Background: an optimization exercise with open tools, aiming at a short achievable clock period and few clock cycles per item. Do not read the settings as production practice. In this exercise RTL edits were held to simulation tests only and were not proved equivalent to the original. The flow treats the clock pin as an ideal source. Dropping or thinning the clock tree relies on that and would not hold on a real chip. Power figures rest on the tool's default switching activity, not on a simulated workload.

==> inputs of 07-21 <==
==> flow/design.v (excerpt) <==
module luby_restart_scheduler #(
    parameter int INDEX_BITS = lrs_pkg::LRS_INDEX_BITS
) (
    input  wire logic                              clk,
    input  wire logic                              rst_n,
    input  wire logic                              cfg_wr_en,
    input  wire logic [lrs_pkg::LRS_UNIT_W-1:0]    cfg_wr_data,
    input  wire logic                              in_valid,
    output logic                                   in_ready,
    input  wire logic [lrs_pkg::LRS_COUNT_W-1:0]   conflict_count,
    output logic                                   out_valid,
    input  wire logic                              out_ready,
    output logic                                   restart,
    output logic [lrs_pkg::LRS_TOTAL_W-1:0]        restart_total
);
    localparam int SEQ_W = $clog2(INDEX_BITS);
    localparam int GAP_W = LRS_UNIT_W + INDEX_BITS - 1;
    localparam int QD    = 5;
    logic [LRS_UNIT_W-1:0]  unit_reg;
    logic                   reload_n;    
    logic                   reload2_n;   
    logic                   in_ready_reg;
  ...
==> flow/config.mk <==
export PLATFORM = sky130hd
export DESIGN_NAME = luby_restart_scheduler
export DESIGN_NICKNAME = luby_restart_scheduler
export VERILOG_FILES = /design/flow/design.v
export SDC_FILE = /design/flow/constraint.sdc
export NUM_CORES = 4
export LEC_CHECK = 0
export ABC_CLOCK_PERIOD_IN_PS = 2000
export CAP_MARGIN = 20
export CORE_MARGIN = 2
export CORE_UTILIZATION = 40
export GPL_TIMING_DRIVEN = 1
export SETUP_SLACK_MARGIN = 3.0
export SLEW_MARGIN = 20
export SYNTH_HIERARCHICAL = 1
==> flow/constraint.sdc <==
create_clock -name core_clock -period 5.0 [get_ports {clk}]
set_input_delay 1.0000 -clock core_clock [delete_from_list [all_inputs] [get_ports {clk}]]
set_output_delay 1.0000 -clock core_clock [all_outputs]
set_load 0.01 [all_outputs]
run.sh (not shown) runs the stock make flow with config.mk's settings and CLKGATE_MAP_FILE= SYNTH_SCRIPT=/design/flow/synth_recipe.tcl, a recipe that flattens the netlist after the stock synthesis.
==> 03-20: changes against 07-21 <==
--- a/flow/design.v
+++ b/flow/design.v
@@ -290,15 +290,16 @@
     logic [3:0][12:0]        a2_g;
     logic [3:0][12:0]        a2_p;
     logic [LRS_COUNT_W-1:0] b_count;
     logic                   b_valid;
     logic [LRS_COUNT_W-1:0] lim_count;
     logic [GAP_W-1:0]       lim_gap;
     logic [INDEX_BITS-1:0]  total;       
-    logic [QD-1:0]          q_valid;
+    logic [QD-1:0]          q_valid;     
+    logic                   q_empty;     
     logic                   out_vld;     
     logic [QD-1:0]          q_fire;
     logic [GAP_W-1:0]       gap0;
     logic [GAP_W-1:0]       gap1;
     logic                   accept;
     logic                   fire;
     logic                   total_max;   
@@ -307,15 +308,15 @@
     assign accept = in_valid && in_ready_reg;
     logic [3:0][2:0] occ_opt;    
     logic [3:0]      rdy_opt;
     always_comb
     begin
         for (int k = 0; k < 4; k++)
         begin
-            occ_opt[k] = occ_reg + 3'(k[1] && in_ready_reg) - 3'(k[0] && q_valid[0]);
+            occ_opt[k] = occ_reg + 3'(k[1] && in_ready_reg) - 3'(k[0] && !q_empty);
             rdy_opt[k] = occ_opt[k] < 3'(QD);
         end
     end
     logic [2:0] occ_next;
     logic       rdy_next;
     lrs_pick4 #(.W(4)) u_pick_in (
         .sel ({in_valid, out_ready}),
@@ -452,19 +453,19 @@
         for (int c = 0; c < 4; c++)
         begin
             logic          tk;
             logic          f;
             logic [QD:0]   sv;
             logic [QD:0]   sf;
             logic [QD-1:0] wr;
-            tk = c[1] && q_valid[0];
+            tk = c[1] && !q_empty;
             f  = c[0];
             for (int i = 0; i < QD; i++)
             begin
-                sv[i] = tk ? ((i < QD - 1) ? q_valid[i+1] : 1'b0) : q_valid[i];
+                sv[i] = tk ? ((i < QD - 1) ? q_valid[i+1] : 1'b0) : ((i == 0) ? !q_empty : q_valid[i]);
                 sf[i] = tk ? ((i < QD - 1) ? q_fire[i+1]  : 1'b0) : q_fire[i];
             end
             sv[QD] = 1'b0;
             sf[QD] = 1'b0;
             for (int i = 0; i < QD; i++)
                 wr[i] = b_valid_q && !sv[i] && (i == 0 || sv[i-1]);
             for (int i = 0; i < QD; i++)
@@ -534,21 +535,23 @@
     lrs_pick #(.W(OW)) u_pick_out (
         .sel (out_ready), .a1 (out_opt[1]), .a0 (out_opt[0]), .y (st_out));
     always_ff @(posedge clk or negedge rst_n)
     begin
         if (!rst_n)
         begin
             q_valid   <= '0;
+            q_empty   <= 1'b1;
             out_vld   <= 1'b0;
             q_fire[0] <= 1'b0;
             head_live <= 1'b0;
         end
         else
         begin
             q_valid   <= st_int[SW-1 -: QD];
+            q_empty   <= !st_int[SW-1-QD+1];
             out_vld   <= st_out[INDEX_BITS+1];
             q_fire[0] <= st_int[INDEX_BITS+2];
             head_live <= st_int[INDEX_BITS+1];
         end
     end
     always_ff @(posedge clk)
     begin
==> flow/flow/run.sh (new file) <==
#!/bin/bash
# The standard layout, except that the clock tree is built by
# flow/cts_tree.tcl instead of TritonCTS: the clock port drives four root
# buffers, one per sector of the core, and each drives the buffers of its
# clusters of flip-flops. Everything else (synthesis, floorplan, placement,
# the repairs after CTS, routing and finish) is the standard flow.
# make's own output goes to flow_make.log; each ORFS step keeps its log under
# orfs/logs/.
set -euo pipefail
here=$(pwd)
export PRE_CTS_TCL="$here/flow/cts_tree.tcl"
bash standard.sh PRE_CTS_TCL="$PRE_CTS_TCL" finish > "$here/flow_make.log" 2>&1
==> flow/flow/cts_tree.tcl (new file) <==
# Clock tree used in place of TritonCTS (sourced as PRE_CTS_TCL; cts.tcl then
# calls clock_tree_synthesis, which this replaces). The flip-flops are split
# into clusters of about equal size by capacitated k-means on their
# locations, with a clkbuf_16 at the centre of each. The cluster buffers are
# split by angle around their centre into four sectors, each with a root
# clkbuf_16 at its centre, driven straight from the clock port. Every
# flip-flop is thus two buffers from the port.
proc clock_tree_synthesis { args } {
  set nclus 32
  set nroot 4
  set bufm  sky130_fd_sc_hd__clkbuf_16
  set rootm sky130_fd_sc_hd__clkbuf_16
  set block [ord::get_db_block]
  set db [ord::get_db]
  set clk [$block findNet clk]
  set sinks {}
  foreach it [$clk getITerms] {
    set inst [$it getInst]
    set bb [$inst getBBox]
    lappend sinks [list $it [expr {([$bb xMin] + [$bb xMax]) / 2.0}] [expr {([$bb yMin] + [$bb yMax]) / 2.0}]]
  }
  set n [llength $sinks]
  puts "cts_tree: $n sinks, $nclus clusters, $nroot roots"
  # k-means on sink locations, seeded along a sorted order
  set sorted [lsort -real -index 1 $sinks]
  set cx {}; set cy {}
  for {set k 0} {$k < $nclus} {incr k} {
    set s [lindex $sorted [expr {int(($k + 0.5) * $n / $nclus)}]]
    lappend cx [lindex $s 1]; lappend cy [lindex $s 2]
  }
  set cap [expr {int(ceil(1.15 * $n / $nclus))}]
  for {set iter 0} {$iter < 30} {incr iter} {
    # capacitated assignment: sinks in order of their best distance
    set cnt [lrepeat $nclus 0]
    set assign {}
    set cand {}
    set idx 0
    foreach s $sinks {
      set x [lindex $s 1]; set y [lindex $s 2]
      set ds {}
      for {set k 0} {$k < $nclus} {incr k} {
        lappend ds [list $k [expr {abs($x - [lindex $cx $k]) + abs($y - [lindex $cy $k])}]]
      }
      lappend cand [list $idx [lsort -real -index 1 $ds]]
      incr idx
    }
    set cand [lsort -real -command {apply {{a b} {expr {[lindex [lindex $a 1] 0 1] < [lindex [lindex $b 1] 0 1] ? -1 : 1}}}} $cand]
    set assign [lrepeat $n -1]
    foreach c $cand {
      foreach kd [lindex $c 1] {
        set k [lindex $kd 0]
        if {[lindex $cnt $k] < $cap} {
          lset cnt $k [expr {[lindex $cnt $k] + 1}]
          lset assign [lindex $c 0] $k
          break
        }
      }
    }
    set sx [lrepeat $nclus 0.0]; set sy [lrepeat $nclus 0.0]
    for {set i 0} {$i < $n} {incr i} {
      set k [lindex $assign $i]
      set s [lindex $sinks $i]
      lset sx $k [expr {[lindex $sx $k] + [lindex $s 1]}]
      lset sy $k [expr {[lindex $sy $k] + [lindex $s 2]}]
    }
    for {set k 0} {$k < $nclus} {incr k} {
      if {[lindex $cnt $k] > 0} {
        lset cx $k [expr {[lindex $sx $k] / [lindex $cnt $k]}]
        lset cy $k [expr {[lindex $sy $k] / [lindex $cnt $k]}]
      }
    }
  }
  set bufmaster [$db findMaster $bufm]
  set rootmaster [$db findMaster $rootm]
  # group the cluster buffers into nroot groups by angle around their centre;
  # one root buffer per group, each driven straight from the clock port
  set mx 0.0; set my 0.0
  for {set k 0} {$k < $nclus} {incr k} { set mx [expr {$mx + [lindex $cx $k]}]; set my [expr {$my + [lindex $cy $k]}] }
  set mx [expr {$mx / $nclus}]; set my [expr {$my / $nclus}]
  set ang {}
  for {set k 0} {$k < $nclus} {incr k} {
    lappend ang [list $k [expr {atan2([lindex $cy $k] - $my, [lindex $cx $k] - $mx)}]]
  }
  set ang [lsort -real -index 1 $ang]
  set group [lrepeat $nclus 0]
  for {set j 0} {$j < $nclus} {incr j} {
    lset group [lindex [lindex $ang $j] 0] [expr {$j * $nroot / $nclus}]
  }
  set rootnets {}
  for {set r 0} {$r < $nroot} {incr r} {
    set gx 0.0; set gy 0.0; set gn 0
    for {set k 0} {$k < $nclus} {incr k} {
      if {[lindex $group $k] == $r} { set gx [expr {$gx + [lindex $cx $k]}]; set gy [expr {$gy + [lindex $cy $k]}]; incr gn }
    }
    set root [odb::dbInst_create $block $rootmaster "clkbuf_root_${r}_clk"]
    $root setLocation [expr {int($gx / $gn)}] [expr {int($gy / $gn)}]
    $root setPlacementStatus PLACED
    set rnet [odb::dbNet_create $block "clknet_root_${r}"]
    $rnet setSigType CLOCK
    [$root findITerm A] connect $clk
    [$root findITerm X] connect $rnet
    lappend rootnets $rnet
  }
  set leafnets {}
  for {set k 0} {$k < $nclus} {incr k} {
    set b [odb::dbInst_create $block $bufmaster "clkbuf_leaf_${k}_clk"]
    $b setLocation [expr {int([lindex $cx $k])}] [expr {int([lindex $cy $k])}]
    $b setPlacementStatus PLACED
    set net [odb::dbNet_create $block "clknet_leaf_${k}"]
    $net setSigType CLOCK
    [$b findITerm A] connect [lindex $rootnets [lindex $group $k]]
    [$b findITerm X] connect $net
    lappend leafnets $net
  }
  for {set i 0} {$i < $n} {incr i} {
    set it [lindex [lindex $sinks $i] 0]
    $it disconnect
    $it connect [lindex $leafnets [lindex $assign $i]]
  }
  puts "cts_tree: cluster sizes [lsort -integer $cnt]"
  set_propagated_clock [all_clocks]
}
==> flow/standard.sh (new file) <==
#!/bin/bash
# synth_recipe.tcl (not shown) runs the flow's synth.tcl, then flattens the netlist and writes it again
# the make line also repeats each setting of config.mk as NAME=value (left out here)
make -C /OpenROAD-flow-scripts/flow DESIGN_CONFIG=/design/flow/config.mk WORK_HOME=/design/flow/orfs CLKGATE_MAP_FILE= SYNTH_SCRIPT=/design/flow/synth_recipe.tcl "${@:-finish}"
removed: flow/run.sh
==> summary of the runs <==
Against 07-21, the utilization of 03-20 is lower by 1.2 points.
Against 03-20, the hold slack of 07-21 is lower by 0.020 ns.
Against 03-20, the critical path depth of 07-21 is lower by 1.
Between 07-21 and 03-20, the lower global-route usage is in 07-21 (gap 0.075 points).
Between 03-20 and 07-21, the lower setup slack is in 03-20 (gap 0.12 ns).
==> figures <==
Run status: 03-20 timing/DRC/antenna clean; 07-21 timing/DRC/antenna clean
Total power: 03-20 22.2 mW; 07-21 25.3 mW
Metal3 WL: 03-20 5480 µm; 07-21 6150 µm
Multi-input gate share of the layout cell area: 03-20 50.2%; 07-21 47.2%
Post-Place Cell Area: 03-20 0.0431 mm²; 07-21 0.0430 mm²
Max Clock Skew: 03-20 0.0369 ns; 07-21 0.0375 ns
Area of the mapped netlist: 03-20 0.0411 mm²; 07-21 0.0411 mm²
Reg-to-reg slack, setup: 03-20 2.68 ns; 07-21 2.80 ns
Sequential power: 03-20 9.36 mW; 07-21 9.27 mW
Buffering stage count on the worst path with inverters included: 03-20 2; 07-21 1
CP peak stage delay: 03-20 0.51 ns; 07-21 0.38 ns
Proportion of layout cells with a drive suffix above 1: 03-20 23.4%; 07-21 23.5%
Testbench counts of 07-21, summed over its fixed seeds: cycles 22,528, items 22,400.
Testbench counts of 03-20, summed over its fixed seeds: cycles 22,528, items 22,400.
In 03-20 the design's own scripts or RTL, not TritonCTS, make the clock network.

what the ideal ports hide:
The flow's constraints put no driver on any port. The routed layouts listed below were extracted and timed again, unchanged, in two steps. Step 1: set_driving_cell puts a clkbuf_16 on clk and a buf_2 on each other input, an assumption about the parent block. Step 2 adds t to the input delays and takes it off the output delays; t is the mean of the earliest and latest rising clock arrival at the registers after step 1. Input paths then give back, and output paths get back, about the clock's delay inside the block. Slacks: ideal / step 1 / step 2; pairs: ideal / step 1.
run | shift t [ns] | slack for setup (ns) | worst setup path at the end | worst register clock-pin slew, ns
07-21 | 0.711 | 2.798 / 2.770 / 2.490 | input to register | 0.07 / 0.07
03-20 | 0.552 | 2.677 / 2.677 / 2.574 | input to register | 0.12 / 0.12
After both steps setup and hold are still met in every run listed. The setup slack of 07-21, which loses most, moves by -0.028 ns with the drivers and by -0.308 ns with both steps.
